This is an optimization exercise on Yosys and OpenROAD, whose aim is small area, a short achievable clock period and few clock cycles per item, not a production implementation. Where RTL was checked, it was by simulation tests only, not by an equivalence proof against the original. For runs 1 to 4, only the layout was checked, not whether the RTL still works.

### design/flow/design.v
package mmq_pkg;
    localparam logic [1:0] MODE_LEARN  = 2'd0;
    localparam logic [1:0] MODE_ENCODE = 2'd1;
    localparam logic [1:0] MODE_DECODE = 2'd2;
    localparam logic [7:0]  CODE_MAX = 8'd254;
    localparam logic [7:0]  CODE_BAD = 8'd255;
endpackage
import mmq_pkg::*;
module mmq_add #(parameter int N = 32) (
    input  logic [N-1:0] a,
    input  logic [N-1:0] b,
    input  logic         cin,
    output logic [N-1:0] s
);
    localparam int L = $clog2(N);
    logic [N-1:0] g [0:2*L];
    logic [N-1:0] p [0:2*L];
    logic [N:0]   c;
    always_comb begin
        g[0] = a & b;
        p[0] = a ^ b;
        for (int l = 0; l < L; l++) begin
            g[l+1] = g[l];
            p[l+1] = p[l];
            for (int i = 0; i < N; i++) begin
                if (((i + 1) % (2 << l)) == 0) begin
                    g[l+1][i] = g[l][i] | (p[l][i] & g[l][i - (1 << l)]);
                    p[l+1][i] = p[l][i] & p[l][i - (1 << l)];
                end
            end
        end
        for (int l = L - 1; l >= 1; l--) begin
            g[2*L-l] = g[2*L-l-1];
            p[2*L-l] = p[2*L-l-1];
            for (int i = 0; i < N; i++) begin
                if (((i + 1) % (1 << l)) == (1 << (l - 1)) && i >= (1 << l)) begin
                    g[2*L-l][i] = g[2*L-l-1][i] | (p[2*L-l-1][i] & g[2*L-l-1][i - (1 << (l - 1))]);
                    p[2*L-l][i] = p[2*L-l-1][i] & p[2*L-l-1][i - (1 << (l - 1))];
                end
            end
        end
        c[0] = cin;
        for (int i = 0; i < N; i++) c[i+1] = g[2*L-1][i] | (p[2*L-1][i] & cin);
        s = p[0] ^ c[N-1:0];
    end
endmodule
module minmax_two_level_quantizer_core (
    input  logic               aclk,
    input  logic               aresetn,
    input  logic               s_valid,
    output logic               s_ready,
    input  logic [1:0]         s_mode,
    input  logic               s_first,
    input  logic signed [31:0] s_sample,
    input  logic [7:0]         s_coarse_in,
    input  logic [7:0]         s_fine_in,
    output logic               m_valid,
    input  logic               m_ready,
    output logic [7:0]         m_coarse_code,
    output logic [7:0]         m_fine_code,
    output logic signed [31:0] m_value,
    output logic               m_error
);
    localparam logic [2:0] ST_IDLE = 3'd0;
    localparam logic [2:0] ST_ENC  = 3'd1;
    localparam logic [2:0] ST_DEC  = 3'd2;
    localparam logic [2:0] ST_DFIN = 3'd4;
    localparam logic [19:0] DIV = 20'd65025;
    logic [2:0]         st_reg;
    logic [5:0]         cnt_reg;
    logic               ei_reg;
    logic               ecin_reg;
    logic signed [31:0] lo_reg, hi_reg;
    logic [39:0]        rem_reg;
    logic [31:0]        x_reg;
    logic [15:0]        p_reg;
    logic [17:0]        p3_reg;
    logic               dfst_reg;
    logic [3:0]         vo_reg;
    logic [7:0]         est_reg;
    logic               err_reg;
    logic               mv_reg;
    logic               vsel_reg;
    logic               csel_reg;
    logic [2:0]         st_next;
    logic [5:0]         cnt_next;
    logic               ei_next;
    logic               ecin_next;
    logic signed [31:0] lo_next, hi_next;
    logic [39:0]        rem_next;
    logic [31:0]        x_next;
    logic [15:0]        p_next;
    logic               dfst_next;
    logic [3:0]         vo_next;
    logic [7:0]         est_next;
    logic               err_next;
    logic               mv_next;
    logic               vsel_next;
    logic               csel_next;
    logic               idle, accept;
    logic [19:0]        dr_w;
    logic               below, above;
    logic [32:0]        off_w;
    logic [15:0]        pair_w;
    assign idle    = (st_reg == ST_IDLE);
    assign s_ready = idle && (!mv_reg || m_ready);
    assign accept  = s_valid && s_ready;
    assign off_w   = {s_sample[31], s_sample} - {lo_reg[31], lo_reg};
    assign below   = off_w[32];
    assign above   = s_sample > hi_reg;
    logic          eq_lo, eq_hi, rz;
    assign eq_lo   = (s_sample == lo_reg);
    assign eq_hi   = (s_sample == hi_reg);
    assign rz      = (hi_reg == lo_reg);
    assign pair_w  = ({s_coarse_in, 8'b0} - {8'b0, s_coarse_in}) + {8'b0, s_fine_in};
    logic        rinv;
    logic [31:0] ra_w, rb_w;
    logic        rcin;
    logic [31:0] rs_w;
    logic [31:0] rq_w;
    assign rinv = (st_reg == ST_DEC) || (st_reg == ST_DFIN);
    assign ra_w = rinv ? ~x_reg : hi_reg;
    assign rb_w = (st_reg == ST_DEC) ? 32'd1 : lo_reg;
    assign rcin = !((st_reg == ST_DFIN) && !dr_w[19]);
    mmq_add #(32) u_radd (.a(ra_w), .b(~rb_w), .cin(rcin), .s(rs_w));
    assign rq_w = rinv ? ~rs_w : rs_w;
    logic [32:0] ea_w, eb_w;
    logic [33:0] es_w;
    logic        efit;
    logic [31:0] estep_w;
    assign ea_w    = ei_reg ? {1'b0, rem_reg[31:0]} : {rem_reg[31:0], p_reg[7]};
    assign eb_w    = ei_reg ? {9'b0, rem_reg[31:8]} : {1'b0, x_reg};
    assign es_w    = {1'b0, ea_w} + {1'b1, ~eb_w} + {33'b0, ecin_reg};
    assign efit    = !es_w[33];
    assign estep_w = (efit || ei_reg) ? es_w[31:0] : ea_w[31:0];
    logic [19:0] da0, da1, da2, ds1, dk1, dm, ds2, dk2;
    logic [2:0]  dd;
    logic [17:0] p3_w;
    assign p3_w = {1'b0, p_reg, 1'b0} + {2'b0, p_reg};
    always_comb begin
        da0 = {rem_reg[17:0], 2'b00};
        da1 = {rem_reg[37:20], 2'b00};
        da2 = ({20{vo_reg[1]}} & {4'd0, p_reg})
            | ({20{vo_reg[2]}} & {3'd0, p_reg, 1'b0})
            | ({20{vo_reg[3]}} & {2'd0, p3_reg});
        dd  = est_reg[7] ? 3'd0 : est_reg[6:4];
        ds1 = da0 ^ da1 ^ da2;
        dk1 = {(da0[18:0] & da1[18:0]) | (da0[18:0] & da2[18:0]) | (da1[18:0] & da2[18:0]), 1'b0};
        case (dd)
            3'd0: dm = 20'd0;
            3'd1: dm = 20'(-20'd65025);
            3'd2: dm = 20'(-20'd130050);
            3'd3: dm = 20'(-20'd195075);
            3'd4: dm = 20'(-20'd260100);
            3'd5: dm = 20'(-20'd325125);
            3'd6: dm = 20'(-20'd390150);
            default: dm = 20'(-20'd455175);
        endcase
        ds2 = ds1 ^ dk1 ^ dm;
        dk2 = {(ds1[18:0] & dk1[18:0]) | (ds1[18:0] & dm[18:0]) | (dk1[18:0] & dm[18:0]), 1'b0};
    end
    logic [1:0]  dvs_w, dvn_w;
    logic [7:0]  dev_w, dest_w;
    assign dvs_w  = x_reg[29:28] + {1'b0, dd[2] && (&x_reg[27:0])};
    function automatic logic [7:0] vtop(input logic [1:0] v, input logic [15:0] p,
                                        input logic [17:0] p3);
        case (v)
            2'd0: vtop = 8'd0;
            2'd1: vtop = {4'd0, p[15:12]};
            2'd2: vtop = {3'd0, p[15:11]};
            default: vtop = {2'd0, p3[17:12]};
        endcase
    endfunction
    assign dest_w = {ds2[17:10]} + {dk2[17:10]} + vtop(dvs_w, p_reg, p3_reg);
    logic        dz, dskip8, dskip4;
    assign dr_w   = rem_reg[19:0] + rem_reg[39:20] + 20'(-20'd65025);
    assign dz     = (rem_reg == 40'd0);
    assign dskip8 = dz && (x_reg[31:24] == 8'd0) && (cnt_reg <= 6'd24);
    assign dskip4 = dz && (x_reg[31:28] == 4'd0) && (cnt_reg <= 6'd28);
    always_comb begin
        st_next   = st_reg;
        cnt_next  = cnt_reg;
        ei_next   = 1'b0;
        ecin_next = 1'b1;
        lo_next   = lo_reg;
        hi_next   = hi_reg;
        rem_next  = rem_reg;
        x_next    = x_reg;
        p_next    = p_reg;
        dfst_next = 1'b0;
        vo_next   = vo_reg;
        est_next  = est_reg;
        dvn_w     = 2'd0;
        err_next  = err_reg;
        mv_next   = mv_reg && !m_ready;
        vsel_next = vsel_reg;
        csel_next = csel_reg;
        case (st_reg)
            ST_IDLE: begin
                cnt_next  = '0;
                ei_next   = 1'b1;
                ecin_next = (s_sample[7:0] == lo_reg[7:0]);
                rem_next  = s_mode[1] ? 40'd0 : {8'd0, off_w[31:0]};
                dfst_next = 1'b1;
                if (s_ready) begin
                    x_next = rq_w;
                    p_next = s_mode[1] ? pair_w : {CODE_MAX, 8'd0};
                end
                if (accept) begin
                    err_next  = 1'b0;
                    mv_next   = 1'b1;
                    vsel_next = 1'b0;
                    csel_next = 1'b0;
                    case (s_mode)
                        MODE_LEARN: begin
                            if (s_first) begin
                                lo_next = s_sample;
                                hi_next = s_sample;
                            end else begin
                                if (below) lo_next = s_sample;
                                if (above) hi_next = s_sample;
                            end
                        end
                        MODE_ENCODE: begin
                            if (below || above) begin
                                err_next = 1'b1;
                            end else if (eq_hi && !eq_lo) begin
                                csel_next = 1'b1;
                            end else if (!eq_lo) begin
                                mv_next  = 1'b0;
                                st_next  = ST_ENC;
                            end
                        end
                        MODE_DECODE: begin
                            if (s_coarse_in == CODE_BAD) begin
                                err_next = 1'b1;
                            end else begin
                                mv_next  = 1'b0;
                                st_next  = rz ? ST_DFIN : ST_DEC;
                            end
                        end
                        default: begin
                            err_next = 1'b1;
                        end
                    endcase
                end
            end
            ST_ENC: begin
                cnt_next = cnt_reg + 6'd1;
                ei_next  = (cnt_reg == 6'd8);
                if (cnt_reg == 6'd8)
                    ecin_next = efit ? (es_w[7:0] == 8'd0) : (ea_w[7:0] == 8'd0);
                rem_next = {8'd0, estep_w};
                if (ei_reg) begin
                    p_next = {(cnt_reg[3] && p_reg[7:0] == CODE_BAD) ? CODE_MAX : p_reg[7:0],
                              8'(-rem_reg[7:0])};
                end else begin
                    p_next = {p_reg[15:8], p_reg[6:0], efit};
                end
                if (cnt_reg == 6'd17) begin
                    mv_next   = 1'b1;
                    csel_next = 1'b1;
                    st_next   = ST_IDLE;
                end
            end
            ST_DEC: begin
                if (dskip8) begin
                    cnt_next = cnt_reg + 6'd8;
                    x_next   = {x_reg[23:0], 8'b0};
                    dvn_w    = x_reg[23:22];
                end else if (dskip4) begin
                    cnt_next = cnt_reg + 6'd4;
                    x_next   = {x_reg[27:0], 4'b0};
                    dvn_w    = x_reg[27:26];
                end else if (!dfst_reg) begin
                    cnt_next = cnt_reg + 6'd2;
                    rem_next = {dk2, ds2};
                    x_next   = {dd[2] ? rq_w[29:0] : x_reg[29:0], dd[1:0]};
                    dvn_w    = dvs_w;
                end else begin
                    dvn_w    = x_reg[31:30];
                end
                vo_next = 4'b0001 << dvn_w;
                if (!dskip8 && !dskip4 && !dfst_reg) est_next = dest_w;
                else est_next = vtop(dvn_w, p_reg, p3_w);
                if (cnt_next == 6'd32) st_next = ST_DFIN;
            end
            default: begin  
                x_next    = rq_w;
                mv_next   = 1'b1;
                vsel_next = 1'b1;
                st_next   = ST_IDLE;
            end
        endcase
    end
    always_ff @(posedge aclk) begin
        if (!aresetn) begin
            st_reg <= ST_IDLE;
            lo_reg <= '0;
            hi_reg <= '0;
            mv_reg <= 1'b0;
        end else begin
            st_reg <= st_next;
            lo_reg <= lo_next;
            hi_reg <= hi_next;
            mv_reg <= mv_next;
        end
        cnt_reg  <= cnt_next;
        ei_reg   <= ei_next;
        ecin_reg <= ecin_next;
        rem_reg  <= rem_next;
        x_reg    <= x_next;
        p_reg    <= p_next;
        p3_reg   <= p3_w;
        dfst_reg <= dfst_next;
        vo_reg   <= vo_next;
        est_reg  <= est_next;
        err_reg  <= err_next;
        vsel_reg <= vsel_next;
        csel_reg <= csel_next;
    end
    assign m_valid       = mv_reg;
    assign m_coarse_code = p_reg[15:8] & {8{csel_reg}};
    assign m_fine_code   = p_reg[7:0] & {8{csel_reg}};
    assign m_value       = x_reg & {32{vsel_reg}};
    assign m_error       = err_reg;
endmodule
### design/flow/run.sh
#!/bin/bash
# synth_recipe.tcl (not shown) runs the flow's synth.tcl, then flattens the netlist and writes it again
# the make line also repeats each setting of config.mk as NAME=value (left out here)
make -C /OpenROAD-flow-scripts/flow DESIGN_CONFIG=/design/flow/config.mk WORK_HOME=/design/flow/orfs CLKGATE_MAP_FILE= SYNTH_SCRIPT=/design/flow/synth_recipe.tcl finish
### design/flow/config.mk
export PLATFORM = sky130hd
export DESIGN_NAME = minmax_two_level_quantizer_core
export DESIGN_NICKNAME = minmax_two_level_quantizer_core
export VERILOG_FILES = /design/flow/design.v
export SDC_FILE = /design/flow/constraint.sdc
export NUM_CORES = 4
export LEC_CHECK = 0
export ABC_AREA = 1
export CAP_MARGIN = 5
export CORE_MARGIN = 2
export CORE_UTILIZATION = 45
export SETUP_SLACK_MARGIN = 4.8
export SLEW_MARGIN = 5
export TNS_END_PERCENT = 100
### design/flow/constraint.sdc
create_clock -name core_clock -period 8.5 [get_ports {aclk}]
set_input_delay 1.7000 -clock core_clock [delete_from_list [all_inputs] [get_ports {aclk}]]
set_output_delay 1.7000 -clock core_clock [all_outputs]
set_load 0.01 [all_outputs]
==> results_dict.tcl, run 1 <==
set metrics [dict create \
    htree_levels 4 \
    grt_util_all_layers_pct 37.8 \
    die_w_um 224 \
    drt_iter0_drc 2947 \
    fmax_mhz 264 \
    setup_tns_ps 0 \
    status "complete, no violations" \
    synth_cell_types 60 \
    drive_gt1_share_pct 17.3 \
    critPathCaptureType "register" \
    arrival_ps 4150 \
    grt_pass1_wl_mm 142 \
    postSynthCellCount 3269 \
    drv_slew 0 \
    antennaDiodeCount 0 \
    synth_edf_count 104 \
    ys_top_cells_by_area "edfxtp_1 14%, nand2_1 14%, ha_1 13%, inv_1 8.8%, dfxtp_1 8.2%" \
    tightestPinTransition_ps 1260 \
    whs_ps 530 \
    syn_avg_cell_area_um2 6.67 \
    initial_core_util_pct 45.6 \
    rr_worst_depth 17 \
    grt_pass1_vias 22400 \
    drv_cap 0 \
    ys_ff_latch 193 \
    grt_max_degree 69 \
    yosysWarnings 4 \
    async_flop_share_pct 0 \
    fill_cells 4642 \
    cts_tree "done" \
    clkTransAtPathRegs_ps 80 \
    gp_congestion 1.00 \
    largest_register_ffs 40 \
    hpwl_mm 72.5 \
    synth_flop_cell "edfxtp_1" \
    worstSetupStartpointType "register" \
    synth.net_count 3583 \
    rows 80 \
    hp-class "reg2reg" \
    syn-cell-area_um2 21800 \
    relSlewSlack_pct 16.1 \
    period_share_pct 44.5 \
    worstPathRequired_ps 8870 \
    seq_area_um2 4910 \
    hold_path_depth 1 \
    multi_input_area_um2 16000 \
    numCtsBuffers 17 \
    clock-root-buffer "clkbuf_16" \
    io_pins 106 \
    dieArea_um2 50200 \
    period_minus_slack_ps 3780 \
    synth_top_area_cell "edfxtp_1" \
    antenna_found_initial 3 \
    clockBufferDepth 2 \
    postCtsHoldBufs 0 \
    fin_nets 3799 \
    synth_top_area_share_pct 14.3 \
    drt-vias-per-instance 5.95 \
    crit_fanout 5 \
    cts.sinks 193 \
    skew_ps 18.2 \
    insertion_delay_ps 520 \
    core_um2 47700 \
    rsz0062_at_grt "yes" \
    io_buffers 105 \
    setup-violations-final 0 \
    hold_violations 0 \
    drt_wl_total_mm 98.9 \
    overflow 0 \
    dieHeight_um 224 \
    r2r_setup_slack_ps 4720 \
    synth_seq_area_share_pct 22.5 \
    crit_type "reg2reg" \
    syn_to_final_growth_pct 25.4 \
    dr.pass1.iters 6 \
    drc 0 \
    antenna_left 0 \
    routedWlPerCell_um 24.0 \
    vias 24500 \
]
## layer usage
metal	vias up	GRT usage, %	routed length (um)
met5	-	0	51
met4	8	13.7	3990
met3	230	8.85	10400
met2	1326	56.5	42100
met1	11600	53.1	42400
li1	11300	-	-
## metrics by stage
| step | setup slack (ps) | instances | instance area [um^2] | utilization [%] |
|---|---|---|---|---|
| 5_1_grt | 4570 | 4113 | 27300 | 57.2 |
| 3_5_place_dp | 3260 | 3913 | 23400 | 49.0 |
| 6_report | 4720 | 4113 | 27300 | 57.2 |
| 2_1_floorplan | 4790 | 3269 | 21800 | - |
| 4_1_cts | 4650 | 4037 | 25900 | 54.2 |
| 3_3_place_gp | 3350 | 3913 | 23400 | 49.0 |
## cell usage after synthesis, types with 4 or more instances
master     count
a211oi_1       5
nor2_2         8
o21bai_1      20
a31oi_1       10
nor3_1        27
o21ai_1       41
nand3b_1      10
or2_2         15
a22o_1        17
a21oi_2       28
nor4_1        18
fa_1          39
nand2_1      821
edfxtp_1     104
dfxtp_1       89
clkbuf_1      72
buf_6          4
inv_1        511
nor2_1       178
ha_1         220
buf_2         14
xnor2_1       27
a21boi_0       7
o211ai_1      25
inv_2         11
nand3_1      170
buf_1          7
o31ai_1        6
a21o_1        18
nand4_1       57
o21ai_0      285
xor2_1        74
o221ai_1       7
o21a_1        28
a21oi_1      247
o2111ai_1      6
## logic make-up after synthesis
logic type,after synthesis,share of synthesized area (%)
DFF,193,22.5
and+or+nand+nor,1321,25.8
buffers and inverters,624,11.0
adders and majority gates,259,16.2
xor gates and xnor gates,101,4.06
AOI/OAI and AO/OA,771,20.5
## worst max-delay path: stages, from the launching register on
cell and delay [ps]:
edfxtp_1 410, inv_2 110, nor4_4 310, nand2_2 100
nor4_4 350, ha_4 220, xnor2_4 200, nor2_4 70
buf_6 150, a221oi_4 290, fa_1 480, inv_2 80
ha_4 200, buf_4 130, nand4_1 80, o21ai_1 100
or2_4 240, a21oi_2 110
## cell usage in the layout (no fill, tap or decap), drive strengths merged, types with 10 or more instances in the layout
cell type | netlist | routed
a21boi | 10 | 10
a21o | 18 | 18
a21oi | 275 | 275
a22o | 17 | 17
a31oi | 10 | 10
buf | 28 | 180
clkbuf | 72 | 48
clkdlybuf4s50 | 0 | 60
dfxtp | 89 | 89
edfxtp | 104 | 104
fa | 39 | 39
ha | 220 | 220
inv | 522 | 522
nand2 | 824 | 828
nand3 | 173 | 173
nand3b | 10 | 10
nand4 | 57 | 57
nor2 | 189 | 189
nor3 | 29 | 29
nor4 | 18 | 18
o211ai | 26 | 26
o21a | 28 | 28
o21ai | 328 | 328
o21bai | 21 | 21
or2 | 15 | 15
xnor2 | 27 | 27
xor2 | 74 | 74
## path summary, 6_finish.rpt
kind	startpoint	to
max reg2reg	x_reg[14]	est_reg[7]
max	x_reg[14]	est_reg[7]
min	st_reg[1]	dfst_reg
min reg2reg	st_reg[1]	dfst_reg
## cell type report
cell class	count	share of cell area (%)
Sequential cell	193	18.0
Inverter	524	7.52
Timing Repair Buffer	291	10.8
Clock inverter	12	0.417
Multi-Input combinational cell	2456	58.7
Timing Repair inverter	2	0.0595
Tap cell	615	2.82
Clock buffer	20	1.71
## what timing repair did
item,CTS,global route
gates cloned,11,12
endpoints found under the setup margin,189,208
pin swaps,61,110
buffers inserted,81,64
resized for setup,303,263
==> inputs of run 2 (changes only) <==
--- a/design/flow/design.v
+++ b/design/flow/design.v
@@ -130,7 +130,7 @@
     logic [31:0] estep_w;
     assign ea_w    = ei_reg ? {1'b0, rem_reg[31:0]} : {rem_reg[31:0], p_reg[7]};
     assign eb_w    = ei_reg ? {9'b0, rem_reg[31:8]} : {1'b0, x_reg};
-    assign es_w    = {1'b0, ea_w} + {1'b1, ~eb_w} + {33'b0, ecin_reg};
+    mmq_add #(34) u_eadd (.a({1'b0, ea_w}), .b({1'b1, ~eb_w}), .cin(ecin_reg), .s(es_w));
     assign efit    = !es_w[33];
     assign estep_w = (efit || ei_reg) ? es_w[31:0] : ea_w[31:0];
     logic [19:0] da0, da1, da2, ds1, dk1, dm, ds2, dk2;
==> results_dict.tcl, run 2 <==
set metrics [dict create \
    status "complete, no violations" \
    skew_ps 15.2 \
    synth.net_count 3513 \
    numPlacedInstances 3829 \
    synth_cell_types 59 \
    clkTransAtPathRegs_ps 80 \
    syn_to_final_growth_pct 20.7 \
    ys_top_cells_by_area "nand2_1 15%, edfxtp_1 15%, ha_1 13%, dfxtp_1 8.4%, inv_1 8.3%" \
    hp-class "reg2reg" \
    yosysMostFrequentCell "nand2_1" \
    relSlewSlack_pct 20.0 \
    cp_cell_sequence "buf_6 > nor2_4 > nor2_2 > buf_2" \
    drc 0 \
    yosysWarnings 7 \
    vias 23000 \
    core_um2 46600 \
    setup_tns_ps 0 \
    syn-cell-area_um2 21200 \
    crit_fanout 2 \
    synth_seq_area_share_pct 23.1 \
    io_buffers 105 \
    cts.sinks 193 \
    dr.pass1.iters 6 \
    postSynthCellCount 3199 \
    drv_cap 0 \
    synth_flop_cell "edfxtp_1" \
    cp_slowest_cell "buf_2" \
    synth_top_family_by_area "simple AND/OR/NAND/NOR gates" \
    io_pins 106 \
    syn_avg_cell_area_um2 6.63 \
    finalNonFillerCells 3971 \
    synth_edf_count 104 \
    cts_tree "done" \
    crit_type "in2out" \
    antenna_left 0 \
    gp_congestion 1.01 \
    routedWlPerCell_um 22.7 \
    r2r_setup_slack_ps 4820 \
    synth_top_area_share_pct 14.9 \
    setup-violations-final 0 \
    synth_fa_ha_area_share_pct 16.6 \
    grt_pass1_vias 20800 \
    antenna_found_initial 2 \
    insertion_delay_ps 520 \
    drt-vias-per-instance 5.78 \
    grt_max_degree 70 \
    clock-root-buffer "clkbuf_16" \
    antennaDiodeCount 0 \
    slowest_delay_ps 150 \
    setup_ws_ps 4710 \
    largest_register_ffs 40 \
    final_cell_mix "796 x nand2_1, 435 x inv_1, 269 x a21oi_1, 229 x o21ai_0, 180 x ha_1" \
    numCtsBuffers 17 \
    drt_wl_total_mm 90.2 \
    htree_levels 4 \
    arrival_ps 2090 \
    clockBufferDepth 2 \
    grt_pass1_wl_mm 130 \
    fin_nets 3665 \
    critPathTopFamily "buffers and inverters" \
    fmax_mhz 264 \
    dieHeight_um 221 \
    drv_slew 0 \
    initial_core_util_pct 45.6 \
    synthTopCellsByCount "843 x nand2_1, 471 x inv_1, 286 x a21oi_1, 266 x o21ai_0, 221 x ha_1" \
    drt_iter0_drc 2400 \
    tightestPinTransition_ps 1200 \
    critPathBufInv 2 \
    postCtsHoldBufs 0 \
    hpwl_mm 66.7 \
    die_w_um 221 \
    overflow 0 \
    synth-compound-area-share_pct 18.8 \
    synthXorXnorAreaFrac_pct 3.84 \
    grt_util_all_layers_pct 35.0 \
    dieArea_um2 48900 \
    rsz0062_at_grt "yes" \
    async_flop_share_pct 0 \
    place_ws_ps 3530 \
    whs_ps 475 \
    yosys.area_share.simple_pct 26.7 \
    worstPathRequired_ps 6800 \
    hold_violations 0 \
    period_minus_slack_ps 3790 \
    layout_commonest_cell "nand2_1" \
    period_share_pct 44.6 \
    drive_gt1_share_pct 13.1 \
    critPathCaptureType "primary output" \
    rows 79 \
    ys_ff_latch 193 \
    synthMuxAreaShare_pct 0 \
    worstSetupStartpointType "input port" \
    synth_top_area_cell "nand2_1" \
]
[run 2: cell count changes after synthesis, sizes merged, moves of 15 or more]
cell    change
buf        +15
clkbuf     -17
inv        -28
nand2      +29
nand3      +18
nor2       -19
o21ai      -30
[run 2: cell families after synthesis]
| group | after synthesis |
|---|---|
| AND/OR/NAND/NOR | 1332 |
| AO/OA/AOI/OAI | 724 |
| buffers and inverters | 598 |
| adder cells (fa/ha/maj) | 259 |
| flip-flops | 193 |
| XOR/XNOR | 93 |
[run 2: timing repair]
| item | CTS | global route |
|---|---|---|
| endpoints found under the setup margin | 148 | 149 |
| resized for setup | 200 | 203 |
| gates cloned | 8 | 8 |
| pin swaps | 31 | 69 |
| setup buffers | 55 | 39 |
[run 2: cell type report]
type                       count  area, um^2
sequential                   193        4910
clock buffer                  18         439
tap                          607         759
fill                        4592       21000
clock inverter                14         119
multi-input combinational   2416       15200
timing repair buffer         223        2260
inverter                     500        1890
[run 2: layer usage]
metal / up-vias / track usage [%] / wire, um
li1: 10900 / - / -
met1: 10700 / 50.6 / 39600
met2: 1157 / 51.1 / 37900
met3: 158 / 7.01 / 9370
met4: 4 / 13.3 / 3290
met5: - / 0 / 27
[run 2: final timing paths]
path,from,end,depth (start not counted)
min reg2reg,p_reg[0],p3_reg[0],0
min,p_reg[0],p3_reg[0],0
max reg2reg,x_reg[7],est_reg[7],21
max,m_ready,s_ready,4
[run 2: worst register-to-register path: stages (launching register included)]
cell	delay (ps)
edfxtp_1	390
inv_2	110
nor4_1	290
nand4_1	160
nor4_2	240
ha_2	240
inv_2	50
nand2_2	70
nand2_4	110
inv_2	90
nand2_4	60
inv_4	90
buf_4	110
nand2_1	60
fa_1	470
inv_1	60
ha_4	250
nand2_1	100
nor2_2	50
a211oi_2	230
a21o_1	160
a21oi_2	50
[run 2: per-stage QoR]
stage          util (%)  cell area [um^2]
5_1_grt            55.0             25600
6_report           55.0             25600
3_3_place_gp       48.9             22800
3_5_place_dp       48.9             22800
4_1_cts            52.8             24600
2_1_floorplan         -             21200
==> inputs of run 3 (changes only) <==
--- a/design/flow/design.v
+++ b/design/flow/design.v
@@ -179,17 +179,17 @@
     assign dskip4 = dz && (x_reg[31:28] == 4'd0) && (cnt_reg <= 6'd28);
     always_comb begin
         st_next   = st_reg;
-        cnt_next  = cnt_reg;
+        cnt_next  = '0;
         ei_next   = 1'b0;
         ecin_next = 1'b1;
         lo_next   = lo_reg;
         hi_next   = hi_reg;
-        rem_next  = rem_reg;
+        rem_next  = '0;
         x_next    = x_reg;
         p_next    = p_reg;
         dfst_next = 1'b0;
-        vo_next   = vo_reg;
-        est_next  = est_reg;
+        vo_next   = '0;
+        est_next  = '0;
         dvn_w     = 2'd0;
         err_next  = err_reg;
         mv_next   = mv_reg && !m_ready;
==> results_dict.tcl, run 3 <==
set metrics [dict create \
    grt_pass1_vias 21000 \
    ys_ff_latch 193 \
    fin_nets 3665 \
    relSlewSlack_pct 18.1 \
    status "complete, no violations" \
    cts.sinks 193 \
    hp-start "st_reg[0]" \
    worstHoldEndpoint "st_reg[0]" \
    grt_pass1_wl_mm 132 \
    htree_levels 4 \
    crit_fanout 2 \
    r2r_setup_slack_ps 4870 \
    setup_ws_ps 4700 \
    period_minus_slack_ps 3800 \
    ys_top_cells_by_area "nand2_1 15%, dfxtp_1 14%, ha_1 13%, inv_1 9.0%, edfxtp_1 7.4%" \
    insertion_delay_ps 520 \
    layout_commonest_cell "nand2_1" \
    drive_gt1_share_pct 12.6 \
    r2r-start "x_reg[20]" \
    dieArea_um2 47800 \
    synth_edf_count 51 \
    die_w_um 219 \
    rows 78 \
    synth_cell_types 56 \
    hold_path_depth 2 \
    io_pins 106 \
    yosysMostFrequentCell "nand2_1" \
    drv_cap 0 \
    async_flop_share_pct 0 \
    yosysWarnings 7 \
    initial_core_util_pct 45.6 \
    arrival_ps 2100 \
    synth_seq_area_share_pct 21.1 \
    worstPathRequired_ps 6800 \
    largest_register_ffs 40 \
    cts_tree "done" \
    numCtsBuffers 17 \
    syn-cell-area_um2 20800 \
    clockBufferDepth 2 \
    io_buffers 105 \
    antenna_found_initial 1 \
    setup_tns_ps 0 \
    drv_slew 0 \
    period_share_pct 44.7 \
    hold_violations 0 \
    syn_to_final_growth_pct 22.0 \
    synth_top_area_share_pct 15.4 \
    dr.pass1.iters 6 \
    setup-violations-final 0 \
    dieHeight_um 219 \
    drt_wl_total_mm 91.4 \
    overflow 0 \
    final_cell_mix "815 x nand2_1, 477 x inv_1, 245 x a21oi_1, 210 x o21ai_0, 185 x ha_1" \
    routedWlPerCell_um 23.1 \
    clkTransAtPathRegs_ps 80 \
    core_um2 45500 \
    gp_congestion 1.02 \
    place_ws_ps 3300 \
    worstSetupStartpointType "input port" \
    fmax_mhz 263 \
    synth_flop_cell "dfxtp_1" \
    synth.net_count 3513 \
    whs_ps 530 \
    postSynthCellCount 3199 \
    postCtsHoldBufs 0 \
    critPathCaptureType "primary output" \
    rsz0062_at_grt "yes" \
    vias 22900 \
    rr_worst_depth 17 \
    drt_iter0_drc 2281 \
    r2r-end "est_reg[5]" \
    drc 0 \
    tightestPinTransition_ps 1230 \
    antennaDiodeCount 0 \
    synth_top_area_cell "nand2_1" \
    skew_ps 14.4 \
    antenna_left 0 \
    drt-vias-per-instance 5.77 \
    syn_avg_cell_area_um2 6.49 \
    grt_max_degree 68 \
    crit_type "in2out" \
    synthTopCellsByCount "853 x nand2_1, 497 x inv_1, 271 x a21oi_1, 249 x o21ai_0, 221 x ha_1" \
    clock-root-buffer "clkbuf_16" \
    hpwl_mm 66.7 \
    grt_util_all_layers_pct 37.2 \
    hp-class "reg2reg" \
]
==> run 3: cell count changes in the layout (fill, tap and decap cells not counted), moves of 19 or more <==
cell / before / now
inv_2: 53 / 26
nand2_1: 796 / 815
nor2_1: 139 / 160
edfxtp_1: 104 / 51
a21oi_1: 269 / 245
o21ai_0: 229 / 210
xnor2_1: 29 / 49
inv_1: 435 / 477
dfxtp_1: 86 / 130
nand3_1: 178 / 142
==> run 3: how the worst max path moves through the flow <==
stage	from	to	slack (ps)	cells after the start
6_report	m_ready	s_ready	4700	4
5_1_grt	m_ready	s_ready	4680	4
4_1_cts	st_reg[1]	s_ready	4630	6
3_5_place_dp	ei_reg	rem_reg[4]	3300	15
3_3_place_gp	ei_reg	rem_reg[30]	3290	16
2_1_floorplan	s_fine_in[0]	p_reg[14]	4710	20
==> run 3: cells by family (layout without fill, tap and decap cells) <==
family / count (synthesis) / in the layout / share of synthesized area, %
simple gates: 1334 / 1345 / 27.2
buf+inv: 610 / 764 / 11.3
fa+ha+maj: 259 / 259 / 17.0
flops: 193 / 193 / 21.1
xor+xnor: 116 / 116 / 4.96
compound gates: 687 / 687 / 18.4
==> run 3: through the flow <==
stage | instances | util (%) | area [um^2]
2_1_floorplan | 3199 | - | 20800
3_3_place_gp | 3820 | 49.0 | 22300
3_5_place_dp | 3820 | 49.0 | 22300
4_1_cts | 3915 | 53.6 | 24400
5_1_grt | 3964 | 55.6 | 25300
6_report | 3964 | 55.6 | 25300
==> run 3: cell type report <==
cell class              instances  area, um^2
repair buffers                222        2240
well taps                     600         751
multi-input cells            2407       15400
inverters                     510        1930
clock buffers                  18         450
clock inverters                14         181
flip-flops and latches        193        4400
fillers                      4514       20200
==> run 3: critical path: stages <==
cell	delay, ps
buf_6	100
nor2_4	120
nor2_4	60
buf_6	130
==> run 3: timing repair <==
action	in CTS	in global routing
pin swaps	40	70
gates cloned	13	5
setup endpoints to repair	184	142
resized for setup	229	173
endpoints found under the hold margin	0	0
buffers inserted	50	44
==> run 3: per-layer routing <==
metal / global-route usage [%] / routed length [um] / vias to the layer above
li1: - / - / 10800
met1: 52.8 / 40200 / 10800
met2: 56.3 / 39000 / 1120
met3: 6.10 / 8560 / 182
met4: 14.2 / 3600 / 2
met5: 0 / 13 / -
==> inputs of run 4 (changes only) <==
--- a/design/flow/design.v
+++ b/design/flow/design.v
@@ -105,7 +105,8 @@
     assign idle    = (st_reg == ST_IDLE);
     assign s_ready = idle && (!mv_reg || m_ready);
     assign accept  = s_valid && s_ready;
-    assign off_w   = {s_sample[31], s_sample} - {lo_reg[31], lo_reg};
+    mmq_add #(33) u_oadd (.a({s_sample[31], s_sample}), .b(~{lo_reg[31], lo_reg}), .cin(1'b1),
+                          .s(off_w));
     assign below   = off_w[32];
     assign above   = s_sample > hi_reg;
     logic          eq_lo, eq_hi, rz;
@@ -136,7 +137,7 @@
     logic [19:0] da0, da1, da2, ds1, dk1, dm, ds2, dk2;
     logic [2:0]  dd;
     logic [17:0] p3_w;
-    assign p3_w = {1'b0, p_reg, 1'b0} + {2'b0, p_reg};
+    mmq_add #(18) u_padd (.a({1'b0, p_reg, 1'b0}), .b({2'b0, p_reg}), .cin(1'b0), .s(p3_w));
     always_comb begin
         da0 = {rem_reg[17:0], 2'b00};
         da1 = {rem_reg[37:20], 2'b00};
==> results_dict.tcl, run 4 <==
set metrics [dict create \
    syn-cell-area_um2 20100 \
    antenna_found_initial 3 \
    synth_top_area_share_pct 16.0 \
    crit_type "in2out" \
    setup-violations-final 0 \
    routedWlPerCell_um 22.2 \
    final_core_util_pct 55.2 \
    crit_fanout 3 \
    dieArea_um2 46500 \
    ys_top_cells_by_area "nand2_1 16%, dfxtp_1 14%, ha_1 14%, inv_1 8.9%, edfxtp_1 7.6%" \
    grt_util_all_layers_pct 35.7 \
    grt_pass1_wl_mm 125 \
    cts_tree "done" \
    hp-start "st_reg[1]" \
    syn_avg_cell_area_um2 6.52 \
    synth_seq_area_share_pct 21.7 \
    clock-root-buffer "clkbuf_16" \
    status "complete, no violations" \
    whs_ps 529 \
    tightestPinTransition_ps 1140 \
    grt_max_degree 68 \
    async_flop_share_pct 0 \
    layout_commonest_cell "nand2_1" \
    synthTopCellsByCount "861 x nand2_1, 476 x inv_1, 253 x a21oi_1, 223 x o21ai_0, 221 x ha_1" \
    clockBufferDepth 2 \
    worstSetupStartpointType "input port" \
    fmax_mhz 263 \
    critPathTopFamily "buffers and inverters" \
    synth_edf_count 51 \
    worstSetupStartpoint "m_ready" \
    cp_cell_sequence "buf_8 > nor2_4 > nor2_4 > buf_6" \
    setup_tns_ps 0 \
    postCtsHoldBufs 0 \
    drt_wl_total_mm 85.1 \
    clkTransAtPathRegs_ps 80 \
    drive_gt1_share_pct 12.1 \
    final_cell_mix "820 x nand2_1, 443 x inv_1, 238 x a21oi_1, 199 x o21ai_0, 193 x ha_1" \
    yosysWarnings 13 \
    arrival_ps 2100 \
    dr.pass1.iters 6 \
    core_um2 44200 \
    cts.sinks 193 \
    htree_levels 4 \
    synth_top_area_cell "nand2_1" \
    numCtsBuffers 17 \
    cp_slowest_cell "nor2_4" \
    skew_ps 11.5 \
    synth_cell_types 61 \
    gp_congestion 0.962 \
    syn_to_final_growth_pct 21.3 \
    initial_core_util_pct 45.5 \
    drv_cap 0 \
    vias 21800 \
    postSynthCellCount 3090 \
    period_share_pct 44.7 \
    grt_pass1_vias 20200 \
    slowest_delay_ps 130 \
    hp-class "reg2reg" \
    dieHeight_um 216 \
    overflow 0 \
    yosysMostFrequentCell "nand2_1" \
    insertion_delay_ps 520 \
    hpwl_mm 63.3 \
    period_minus_slack_ps 3800 \
    critPathCaptureType "primary output" \
    rows 77 \
    drc 0 \
    io_pins 106 \
    r2r-start "x_reg[15]" \
    ys_ff_latch 193 \
    relSlewSlack_pct 23.8 \
    synth_flop_cell "dfxtp_1" \
    drt_iter0_drc 2268 \
    critPathBufInv 2 \
    synth.net_count 3409 \
    cpMostUsedCell "nor2_4" \
    antenna_left 0 \
    rsz0062_at_grt "yes" \
    drt-vias-per-instance 5.69 \
    drv_slew 0 \
    die_w_um 216 \
    io_buffers 105 \
    hold_violations 0 \
    worstPathRequired_ps 6800 \
    largest_register_ffs 40 \
    fin_nets 3541 \
]
## run 4: per-layer routing
layer	wire, um	track usage, %	vias up
li1	-	-	10400
met5	11	0	-
met4	2530	11.3	2
met1	37200	51.2	10200
met3	8610	6.10	142
met2	36800	54.4	1044
## run 4: per-stage QoR
step | cell area [um^2] | instances | setup slack (ps)
3_5_place_dp | 21600 | 3703 | 3280
6_report | 24400 | 3827 | 4700
2_1_floorplan | 20100 | 3090 | 4830
4_1_cts | 23500 | 3795 | 4550
3_3_place_gp | 21600 | 3703 | 3380
5_1_grt | 24400 | 3826 | 4570
## run 4: area by class of cell
| type | count | area (um^2) |
|---|---|---|
| fill | 4385 | 19800 |
| multi-input combinational | 2313 | 14700 |
| sequential | 193 | 4380 |
| timing repair buffer | 204 | 2150 |
| inverter | 491 | 1890 |
| tap | 592 | 741 |
| clock buffer | 17 | 425 |
| clock inverter | 14 | 105 |
| timing repair inverter | 2 | 12.5 |
| antenna | 1 | 2.50 |
## run 4: what timing repair did
item	4_1_cts	5_1_grt
setup endpoints to repair	141	154
gates cloned	12	5
pin swaps	28	65
setup buffers	49	26
resized for setup	200	184
## run 4: cell families after synthesis
kind of cell | Yosys count | share of synthesized area, %
adder cells (fa/ha/maj) | 264 | 18.0
flip-flops | 193 | 21.7
AND/OR/NAND/NOR | 1312 | 27.4
buffers and inverters | 591 | 11.3
AO/OA/AOI/OAI | 641 | 17.7
XOR/XNOR | 89 | 3.94
## run 4: final timing paths
kind | to | slack (ps) | cells after the start
worst min register to register | dfst_reg | 530 | 1
worst max-delay path | s_ready | 4700 | 4
worst min-delay path | dfst_reg | 530 | 1
worst max register to register | est_reg[7] | 4730 | 20
## run 4: worst reg2reg max path, delay by kind of cell, from the launching register on
family	cells	cell delay [ps]
flops	1	440
compound gates	4	540
simple gates	9	1400
fa+ha+maj	3	960
buf+inv	4	330
==> inputs of run 5 (changes only) <==
--- a/design/flow/design.v
+++ b/design/flow/design.v
@@ -12,7 +12,7 @@
     input  logic         cin,
     output logic [N-1:0] s
 );
-    localparam int L = $clog2(N);
+    localparam int L = (N <= 2) ? 1 : (N <= 4) ? 2 : (N <= 8) ? 3 : (N <= 16) ? 4 : (N <= 32) ? 5 : 6;
     logic [N-1:0] g [0:2*L];
     logic [N-1:0] p [0:2*L];
     logic [N:0]   c;
==> results_dict.tcl, run 5 <==
set metrics [dict create \
    status "complete, no violations" \
    layout_commonest_cell "nand2_1" \
    synth_edf_count 51 \
    hp-class "reg2reg" \
    drt_wl_total_mm 85.1 \
    drv_slew 0 \
    cts_tree "done" \
    synth.net_count 3409 \
    hp-start "st_reg[1]" \
    synth_seq_area_share_pct 21.7 \
    synthTopCellsByCount "861 x nand2_1, 476 x inv_1, 253 x a21oi_1, 223 x o21ai_0, 221 x ha_1" \
    ys_top_cells_by_area "nand2_1 16%, dfxtp_1 14%, ha_1 14%, inv_1 8.9%, edfxtp_1 7.6%" \
    dieHeight_um 216 \
    postSynthCellCount 3090 \
    die_w_um 216 \
    drv_cap 0 \
    grt_pass1_vias 20200 \
    fin_nets 3541 \
    hpwl_mm 63.3 \
    yosysMostFrequentCell "nand2_1" \
    cts.sinks 193 \
    antenna_left 0 \
    r2r-end "est_reg[7]" \
    routedWlPerCell_um 22.2 \
    period_share_pct 44.7 \
    cpMostUsedCell "nor2_4" \
    fmax_mhz 263 \
    ys_ff_latch 193 \
    period_minus_slack_ps 3800 \
    worstPathRequired_ps 6800 \
    drt_iter0_drc 2268 \
    hold_violations 0 \
    crit_type "in2out" \
    whs_ps 529 \
    cp_slowest_cell "nor2_4" \
    tightestPinTransition_ps 1140 \
    antenna_found_initial 3 \
    setup-violations-final 0 \
    dieArea_um2 46500 \
    worstSetupStartpointType "input port" \
    clock-root-buffer "clkbuf_16" \
    largest_register_ffs 40 \
    setup_tns_ps 0 \
    rsz0062_at_grt "yes" \
    drt-vias-per-instance 5.69 \
    drc 0 \
    synth_top_area_share_pct 16.0 \
    synth_top_area_cell "nand2_1" \
    final_cell_mix "820 x nand2_1, 443 x inv_1, 238 x a21oi_1, 199 x o21ai_0, 193 x ha_1" \
    arrival_ps 2100 \
    cp_cell_sequence "buf_8 > nor2_4 > nor2_4 > buf_6" \
    syn-cell-area_um2 20100 \
    insertion_delay_ps 520 \
    slowest_delay_ps 130 \
    crit_fanout 3 \
    synth_flop_cell "dfxtp_1" \
    postCtsHoldBufs 0 \
    clockBufferDepth 2 \
    synth_cell_types 61 \
    grt_util_all_layers_pct 35.7 \
    initial_core_util_pct 45.5 \
    critPathCaptureType "primary output" \
    dr.pass1.iters 6 \
    clkTransAtPathRegs_ps 80 \
    gp_congestion 0.962 \
    syn_avg_cell_area_um2 6.52 \
    drive_gt1_share_pct 12.1 \
    rr_worst_depth 20 \
    io_buffers 105 \
    numCtsBuffers 17 \
    core_um2 44200 \
    io_pins 106 \
    vias 21800 \
    hold_path_depth 1 \
    skew_ps 11.5 \
    overflow 0 \
    syn_to_final_growth_pct 21.3 \
    relSlewSlack_pct 23.8 \
    r2r-start "x_reg[15]" \
    r2r_setup_slack_ps 4730 \
    grt_pass1_wl_mm 125 \
    worstHoldEndpoint "dfst_reg" \
    yosysWarnings 13 \
    rows 77 \
    htree_levels 4 \
    async_flop_share_pct 0 \
    grt_max_degree 68 \
]
## run 5: cell counts in the layout (fill, tap and decap cells not counted)
No cell type changed its count.
## run 5: logic make-up (layout without fill, tap and decap cells)
kind of cell / after synthesis / after routing / share of synthesized area [%]
xor+xnor: 89 / 89 / 3.94
simple gates: 1312 / 1319 / 27.4
buf+inv: 591 / 728 / 11.3
other cells: 0 / 1 / 0
fa+ha+maj: 264 / 264 / 18.0
flops: 193 / 193 / 21.7
compound gates: 641 / 641 / 17.7
## run 5: cell type report
class,instances,area [um^2]
fill,4385,19800
multi-input combinational,2313,14700
sequential,193,4380
timing repair buffer,204,2150
inverter,491,1890
tap,592,741
clock buffer,17,425
clock inverter,14,105
timing repair inverter,2,12.5
antenna,1,2.50
## run 5: worst max path at each step
| stage | from | end | depth (start not counted) |
|---|---|---|---|
| after floorplan | s_fine_in[0] | p_reg[12] | 16 |
| after global placement | s_sample[13] | lo_reg[13] | 16 |
| after detailed placement | s_sample[13] | lo_reg[3] | 16 |
| after CTS | m_ready | s_ready | 4 |
| after global routing | x_reg[15] | est_reg[7] | 20 |
| final | m_ready | s_ready | 4 |
## run 5: stage by stage
step | cell area (um^2) | setup WS (ps) | cells | utilization [%]
after floorplan | 20100 | 4830 | 3090 | -
after global placement | 21600 | 3380 | 3703 | 48.9
after detailed placement | 21600 | 3280 | 3703 | 48.9
after CTS | 23500 | 4550 | 3795 | 53.2
after global routing | 24400 | 4570 | 3826 | 55.2
final | 24400 | 4700 | 3827 | 55.2
## run 5: per-layer routing
| metal | GRT usage (%) | up-vias | share of wire, % |
|---|---|---|---|
| met2 | 54.4 | 1044 | 43 |
| met5 | 0 | - | 0.013 |
| li1 | - | 10400 | - |
| met4 | 11.3 | 2 | 3.0 |
| met3 | 6.10 | 142 | 10 |
| met1 | 51.2 | 10200 | 44 |
## run 5: what timing repair did
action,4_1_cts,5_1_grt
cloned,12,5
buffers inserted,49,26
gates resized for setup,200,184
setup endpoints to repair,141,154
pin swaps,28,65
hold endpoints to repair,0,0
## run 5: critical path: cells and delay by family
kind | cells | cell delay, ps
buffers and inverters | 2 | 220
and+or+nand+nor | 2 | 180
Testbench counts of run 5, summed over its fixed seeds: cycles 35,207, items 3,840.
==> inputs of run 6 (changes only) <==
--- a/design/flow/config.mk
+++ b/design/flow/config.mk
@@ -6,9 +6,9 @@
 export NUM_CORES = 4
 export LEC_CHECK = 0
 export ABC_AREA = 1
-export CAP_MARGIN = 5
+export CAP_MARGIN = 0
 export CORE_MARGIN = 2
 export CORE_UTILIZATION = 45
 export SETUP_SLACK_MARGIN = 4.8
-export SLEW_MARGIN = 5
+export SLEW_MARGIN = 0
 export TNS_END_PERCENT = 100
==> results_dict.tcl, run 6 <==
set metrics [dict create \
    final_cell_mix "820 x nand2_1, 443 x inv_1, 238 x a21oi_1, 199 x o21ai_0, 193 x ha_1" \
    whs_ps 529 \
    yosysMostFrequentCell "nand2_1" \
    drt-vias-per-instance 5.69 \
    ys_top_cells_by_area "nand2_1 16%, dfxtp_1 14%, ha_1 14%, inv_1 8.9%, edfxtp_1 7.6%" \
    worstPathRequired_ps 6800 \
    clock-root-buffer "clkbuf_16" \
    hpwl_mm 63.3 \
    final_core_util_pct 55.2 \
    cts.sinks 193 \
    layout_commonest_cell "nand2_1" \
    syn-cell-area_um2 20100 \
    status "complete, no violations" \
    synth_edf_count 51 \
    slowest_delay_ps 130 \
    core_um2 44200 \
    clkTransAtPathRegs_ps 80 \
    routedWlPerCell_um 22.2 \
    fin_nets 3541 \
    hp-class "reg2reg" \
    die_w_um 216 \
    insertion_delay_ps 520 \
    drt_iter0_drc 2268 \
    synthTopCellsByCount "861 x nand2_1, 476 x inv_1, 253 x a21oi_1, 223 x o21ai_0, 221 x ha_1" \
    skew_ps 11.5 \
    arrival_ps 2100 \
    dr.pass1.iters 6 \
    synth_top_area_share_pct 16.0 \
    clockBufferDepth 2 \
    grt_pass1_vias 20200 \
    synth_cell_types 61 \
    fill_cells 4385 \
    drv_cap 0 \
    grt_max_degree 68 \
    rsz0062_at_grt "yes" \
    drv_slew 0 \
    synth_seq_area_share_pct 21.7 \
    cpMostUsedCell "nor2_4" \
    setup-violations-final 0 \
    grt_util_all_layers_pct 35.7 \
    cp_slowest_cell "nor2_4" \
    cp_cell_sequence "buf_8 > nor2_4 > nor2_4 > buf_6" \
    async_flop_share_pct 0 \
    rows 77 \
    synth_flop_cell "dfxtp_1" \
    yosysWarnings 13 \
    relSlewSlack_pct 23.8 \
    critPathTopFamily "buffers and inverters" \
    synth.net_count 3409 \
    critPathBufInv 2 \
    dieArea_um2 46500 \
    numCtsBuffers 17 \
    drive_gt1_share_pct 12.1 \
    syn_to_final_growth_pct 21.3 \
    critPathCaptureType "primary output" \
    initial_core_util_pct 45.5 \
    antenna_found_initial 3 \
    vias 21800 \
    period_minus_slack_ps 3800 \
    worstSetupStartpointType "input port" \
    postCtsHoldBufs 0 \
    crit_type "in2out" \
    drc 0 \
    overflow 0 \
    tightestPinTransition_ps 1140 \
    synth_top_area_cell "nand2_1" \
    period_share_pct 44.7 \
    syn_avg_cell_area_um2 6.52 \
    hold_violations 0 \
    ys_ff_latch 193 \
    setup_tns_ps 0 \
    grt_pass1_wl_mm 125 \
    fmax_mhz 263 \
    crit_fanout 3 \
    io_buffers 105 \
    io_pins 106 \
    htree_levels 4 \
    gp_congestion 0.962 \
    cts_tree "done" \
    dieHeight_um 216 \
    postSynthCellCount 3090 \
    largest_register_ffs 40 \
    drt_wl_total_mm 85.1 \
    antenna_left 0 \
]
## run 6: cell counts after synthesis
No cell type changed its count.
## run 6: path summary, 6_finish.rpt
path	slack, ps	depth (start not counted)	start	end
max	4700	4	m_ready	s_ready
min	530	1	st_reg[1]	dfst_reg
max reg2reg	4730	20	x_reg[15]	est_reg[7]
min reg2reg	530	1	st_reg[1]	dfst_reg
## run 6: metal layers
metal  share of wire (%)  track usage (%)  vias up
met2                  43             54.4     1044
met4                 3.0             11.3        2
met3                  10             6.10      142
met1                  44             51.2    10200
li1                    -                -    10400
met5               0.013                0        -
## run 6: cells by family after synthesis
| logic type | Yosys count | synth area share [%] |
|---|---|---|
| simple gates | 1312 | 27.4 |
| flops | 193 | 21.7 |
| buf+inv | 591 | 11.3 |
| compound gates | 641 | 17.7 |
| fa+ha+maj | 264 | 18.0 |
| xor+xnor | 89 | 3.94 |
## run 6: repair_timing
action,CTS,global route
setup buffers,49,26
cloned,12,5
resized for setup,200,184
setup endpoints to repair,141,154
pin swaps,28,65
## run 6: layout make-up
cell class	instances	area, um^2	area share [%]
antenna	1	2.50	0.0102
clock buffer	17	425	1.74
clock inverter	14	105	0.430
inverter	491	1890	7.72
multi-input combinational	2313	14700	60.3
sequential	193	4380	17.9
tap	592	741	3.03
timing repair buffer	204	2150	8.81
timing repair inverter	2	12.5	0.0512
## run 6: stage by stage
| stage | std cells | worst slack [ps] | area, um^2 |
|---|---|---|---|
| 6_report | 3827 | 4700 | 24400 |
| 4_1_cts | 3795 | 4550 | 23500 |
| 3_3_place_gp | 3703 | 3380 | 21600 |
| 2_1_floorplan | 3090 | 4830 | 20100 |
| 3_5_place_dp | 3703 | 3280 | 21600 |
| 5_1_grt | 3826 | 4570 | 24400 |
==> inputs of run 7 (changes only) <==
--- a/design/flow/design.v
+++ b/design/flow/design.v
@@ -10,7 +10,8 @@
     input  logic [N-1:0] a,
     input  logic [N-1:0] b,
     input  logic         cin,
-    output logic [N-1:0] s
+    output logic [N-1:0] s,
+    output logic         pall
 );
     localparam int L = (N <= 2) ? 1 : (N <= 4) ? 2 : (N <= 8) ? 3 : (N <= 16) ? 4 : (N <= 32) ? 5 : 6;
     logic [N-1:0] g [0:2*L];
@@ -42,6 +43,7 @@
         c[0] = cin;
         for (int i = 0; i < N; i++) c[i+1] = g[2*L-1][i] | (p[2*L-1][i] & cin);
         s = p[0] ^ c[N-1:0];
+        pall = p[2*L-1][N-1];
     end
 endmodule
 module minmax_two_level_quantizer_core (
@@ -105,14 +107,12 @@
     assign idle    = (st_reg == ST_IDLE);
     assign s_ready = idle && (!mv_reg || m_ready);
     assign accept  = s_valid && s_ready;
+    logic          eq_lo, eq_hi, rz;
     mmq_add #(33) u_oadd (.a({s_sample[31], s_sample}), .b(~{lo_reg[31], lo_reg}), .cin(1'b1),
-                          .s(off_w));
+                          .s(off_w), .pall(eq_lo));
     assign below   = off_w[32];
     assign above   = s_sample > hi_reg;
-    logic          eq_lo, eq_hi, rz;
-    assign eq_lo   = (s_sample == lo_reg);
     assign eq_hi   = (s_sample == hi_reg);
-    assign rz      = (hi_reg == lo_reg);
     assign pair_w  = ({s_coarse_in, 8'b0} - {8'b0, s_coarse_in}) + {8'b0, s_fine_in};
     logic        rinv;
     logic [31:0] ra_w, rb_w;
@@ -123,7 +123,7 @@
     assign ra_w = rinv ? ~x_reg : hi_reg;
     assign rb_w = (st_reg == ST_DEC) ? 32'd1 : lo_reg;
     assign rcin = !((st_reg == ST_DFIN) && !dr_w[19]);
-    mmq_add #(32) u_radd (.a(ra_w), .b(~rb_w), .cin(rcin), .s(rs_w));
+    mmq_add #(32) u_radd (.a(ra_w), .b(~rb_w), .cin(rcin), .s(rs_w), .pall(rz));
     assign rq_w = rinv ? ~rs_w : rs_w;
     logic [32:0] ea_w, eb_w;
     logic [33:0] es_w;
@@ -131,13 +131,15 @@
     logic [31:0] estep_w;
     assign ea_w    = ei_reg ? {1'b0, rem_reg[31:0]} : {rem_reg[31:0], p_reg[7]};
     assign eb_w    = ei_reg ? {9'b0, rem_reg[31:8]} : {1'b0, x_reg};
-    mmq_add #(34) u_eadd (.a({1'b0, ea_w}), .b({1'b1, ~eb_w}), .cin(ecin_reg), .s(es_w));
+    mmq_add #(34) u_eadd (.a({1'b0, ea_w}), .b({1'b1, ~eb_w}), .cin(ecin_reg), .s(es_w),
+                          .pall());
     assign efit    = !es_w[33];
     assign estep_w = (efit || ei_reg) ? es_w[31:0] : ea_w[31:0];
     logic [19:0] da0, da1, da2, ds1, dk1, dm, ds2, dk2;
     logic [2:0]  dd;
     logic [17:0] p3_w;
-    mmq_add #(18) u_padd (.a({1'b0, p_reg, 1'b0}), .b({2'b0, p_reg}), .cin(1'b0), .s(p3_w));
+    mmq_add #(18) u_padd (.a({1'b0, p_reg, 1'b0}), .b({2'b0, p_reg}), .cin(1'b0), .s(p3_w),
+                          .pall());
     always_comb begin
         da0 = {rem_reg[17:0], 2'b00};
         da1 = {rem_reg[37:20], 2'b00};
--- a/design/flow/config.mk
+++ b/design/flow/config.mk
@@ -6,9 +6,9 @@
 export NUM_CORES = 4
 export LEC_CHECK = 0
 export ABC_AREA = 1
-export CAP_MARGIN = 0
+export CAP_MARGIN = 5
 export CORE_MARGIN = 2
 export CORE_UTILIZATION = 45
 export SETUP_SLACK_MARGIN = 4.8
-export SLEW_MARGIN = 0
+export SLEW_MARGIN = 5
 export TNS_END_PERCENT = 100
==> results_dict.tcl, run 7 <==
set metrics [dict create \
    status "complete, no violations" \
    drt_iter0_drc 2194 \
    synthTopCellsByCount "795 x nand2_1, 506 x inv_1, 280 x o21ai_0, 236 x a21oi_1, 221 x ha_1" \
    syn_to_final_growth_pct 23.8 \
    cts_tree "done" \
    postSynthCellCount 3054 \
    setup_tns_ps 0 \
    overflow 0 \
    place_ws_ps 3310 \
    async_flop_share_pct 0 \
    crit_type "reg2reg" \
    synth_cell_types 60 \
    routedWlPerCell_um 21.7 \
    synth_top_area_cell "nand2_1" \
    synth_edf_count 51 \
    synth_flop_cell "dfxtp_1" \
    whs_ps 490 \
    final_core_util_pct 56.1 \
    synth.net_count 3373 \
    grt_pass1_vias 20100 \
    tightestPinTransition_ps 1140 \
    dr_wl_met3_mm 8.54 \
    clockBufferDepth 2 \
    numCtsBuffers 17 \
    setup-violations-final 0 \
    io_pins 106 \
    setup_ws_ps 4670 \
    io_buffers 105 \
    yosysWarnings 13 \
    period_minus_slack_ps 3830 \
    drv_cap 0 \
    cp_cell_sequence "inv_1 > nor4_1 > nand2_1 > nor4_4 > ha_4 > xnor2_4 > nor2_4 > buf_4 > nand2_1 > nand3_2 > fa_2 > ha_1 > nand2_2 > o211ai_1 > buf_4 > or2_4 > nand3_2 > a21oi_2" \
    antenna_left 0 \
    fin_nets 3552 \
    ys_ff_latch 193 \
    synth_top_area_share_pct 15.0 \
    core_um2 44000 \
    arrival_ps 4230 \
    ys_top_cells_by_area "nand2_1 15%, dfxtp_1 14%, ha_1 14%, inv_1 9.5%, edfxtp_1 7.7%" \
    layout_commonest_cell "nand2_1" \
    worstSetupStartpointType "register" \
    drv_slew 0 \
    rsz0062_at_grt "yes" \
    critPathBufInv 3 \
    synth_seq_area_share_pct 21.9 \
    worstPathRequired_ps 8900 \
    skew_ps 16.5 \
    drive_gt1_share_pct 13.9 \
    grt_util_all_layers_pct 35.2 \
    grt_pass1_wl_mm 122 \
    top_layer "met4" \
    wl_met1_mm 35.6 \
    drt_wl_total_mm 83.5 \
    yosysMostFrequentCell "nand2_1" \
    crit_fanout 4 \
    die_w_um 215 \
    dr.pass1.iters 8 \
    route.met2.wl_mm 35.6 \
    clock-root-buffer "clkbuf_16" \
    hp-class "reg2reg" \
    drt-vias-per-instance 5.71 \
    final_cell_mix "747 x nand2_1, 475 x inv_1, 246 x o21ai_0, 217 x a21oi_1, 196 x ha_1" \
    period_share_pct 45.0 \
    critPathTopFamily "simple AND/OR/NAND/NOR gates" \
    vias 21900 \
    clkTransAtPathRegs_ps 90 \
    critPathCaptureType "register" \
    relSlewSlack_pct 24.1 \
    slowest_delay_ps 570 \
    insertion_delay_ps 530 \
    cts.sinks 193 \
    grt_max_degree 98 \
    drc 0 \
    hold_violations 0 \
    gp_congestion 0.984 \
    htree_levels 4 \
    largest_register_ffs 40 \
    fmax_mhz 261 \
    dieArea_um2 46000 \
    syn-cell-area_um2 20000 \
    antenna_found_initial 3 \
    syn_avg_cell_area_um2 6.53 \
    initial_core_util_pct 45.3 \
    hpwl_mm 60.0 \
    cp_slowest_cell "fa_2" \
    dieHeight_um 215 \
    rows 77 \
]
[run 7: cell types whose count changed in the layout (fill, tap and decap cells not counted), sizes merged, moves of 6 or more]
cell	change
o21ai	+24
dlymetal6s2s	+9
buf	+51
xnor2	-20
xor2	+8
a21o	-7
inv	+25
nand2	-67
nand3b	+6
a21oi	-16
a22o	+9
nand4	+9
nor3	+7
[run 7: per-stage QoR]
step | cells | instance area, um^2
finish | 3841 | 24700
CTS | 3781 | 23500
global placement | 3671 | 21500
detailed placement | 3671 | 21500
floorplan | 3054 | 20000
global route | 3839 | 24700
[run 7: logic make-up (layout without fill, tap and decap cells)]
kind of cell / count (synthesis) / after routing / synth area share (%)
xor+xnor: 76 / 76 / 3.34
buf+inv: 613 / 799 / 11.8
simple gates: 1269 / 1275 / 27.0
fa+ha+maj: 264 / 264 / 18.2
compound gates: 639 / 639 / 17.7
other cells: 0 / 3 / 0
flops: 193 / 193 / 21.9
[run 7: area by class of cell]
cell class	instances	area, um^2
sequential	193	4400
timing repair buffer	253	2620
timing repair inverter	1	7.51
inverter	513	1950
multi-input combinational	2254	14400
tap	592	741
clock buffer	17	425
fill	4386	19300
antenna	3	7.51
clock inverter	15	166
[run 7: what timing repair did]
action / CTS / global route
gates cloned: 10 / 6
gates resized for setup: 212 / 181
pin swaps: 41 / 85
hold buffers: 0 / 0
endpoints found under the setup margin: 209 / 190
buffers inserted: 68 / 51
[run 7: final timing paths]
check	endpoint	start	slack, ps	cells past startpoint
max	est_reg[4]	x_reg[20]	4670	18
min reg2reg	lo_reg[18]	lo_reg[18]	490	2
min	lo_reg[18]	lo_reg[18]	490	2
max reg2reg	est_reg[4]	x_reg[20]	4670	18
[run 7: layer usage]
metal	vias to the layer above	GRT usage, %
met4	0	15.9
met1	10300	48.9
met2	1073	52.7
li1	10300	-
met5	-	0
met3	180	6.92
[run 7: worst reg2reg max path: stages (launching register included)]
cell and delay [ps]:
edfxtp_1 500, inv_1 160, nor4_1 200, nand2_1 130, nor4_4 380, ha_4 240, xnor2_4 160, nor2_4 80
buf_4 150, nand2_1 70, nand3_2 100, fa_2 570, ha_1 230, nand2_2 110, o211ai_1 140, buf_4 160
or2_4 220, nand3_2 60, a21oi_2 50
Testbench counts of run 7, summed over its fixed seeds: cycles 35,207, items 3,840.

==> port drivers added, routing unchanged <==
How much do the figures lean on ideal ports? The routed layouts below were timed once more, with nothing changed but the port constraints. Step 1 (the two cells are an assumption about what drives the block):
set clk [get_ports {aclk}]
set_driving_cell -lib_cell sky130_fd_sc_hd__clkbuf_16 $clk
set_driving_cell -lib_cell sky130_fd_sc_hd__buf_2 [delete_from_list [all_inputs] $clk]
Step 2 moves the port delays by t, midway between the first and last clock arrival at a register: inputs arrive t later, outputs are due t later. That takes back most of the time a late clock gives input paths. Slacks: ideal / step 1 / step 2; pairs: ideal / step 1.
run | shift t [ns] | setup slack, ns | worst register clock-pin slew, ns | pins driven straight from the clock port
run 1 | 0.570 | 4.715 / 4.705 / 4.214 | 0.09 / 0.09 | 1
run 2 | 0.578 | 4.709 / 4.677 / 4.304 | 0.08 / 0.08 | 1
run 3 | 0.567 | 4.696 / 4.664 / 4.289 | 0.09 / 0.09 | 1
run 4 | 0.575 | 4.697 / 4.656 / 4.329 | 0.08 / 0.08 | 1
run 5 | 0.575 | 4.697 / 4.656 / 4.329 | 0.08 / 0.08 | 1
run 6 | 0.575 | 4.697 / 4.656 / 4.329 | 0.08 / 0.08 | 1
run 7 | 0.584 | 4.672 / 4.672 / 4.308 | 0.09 / 0.09 | 1
After both steps setup and hold are still met in every run listed. For run 1, which loses most, drivers alone change the setup slack by -0.010 ns; drivers and shift together by -0.501 ns.
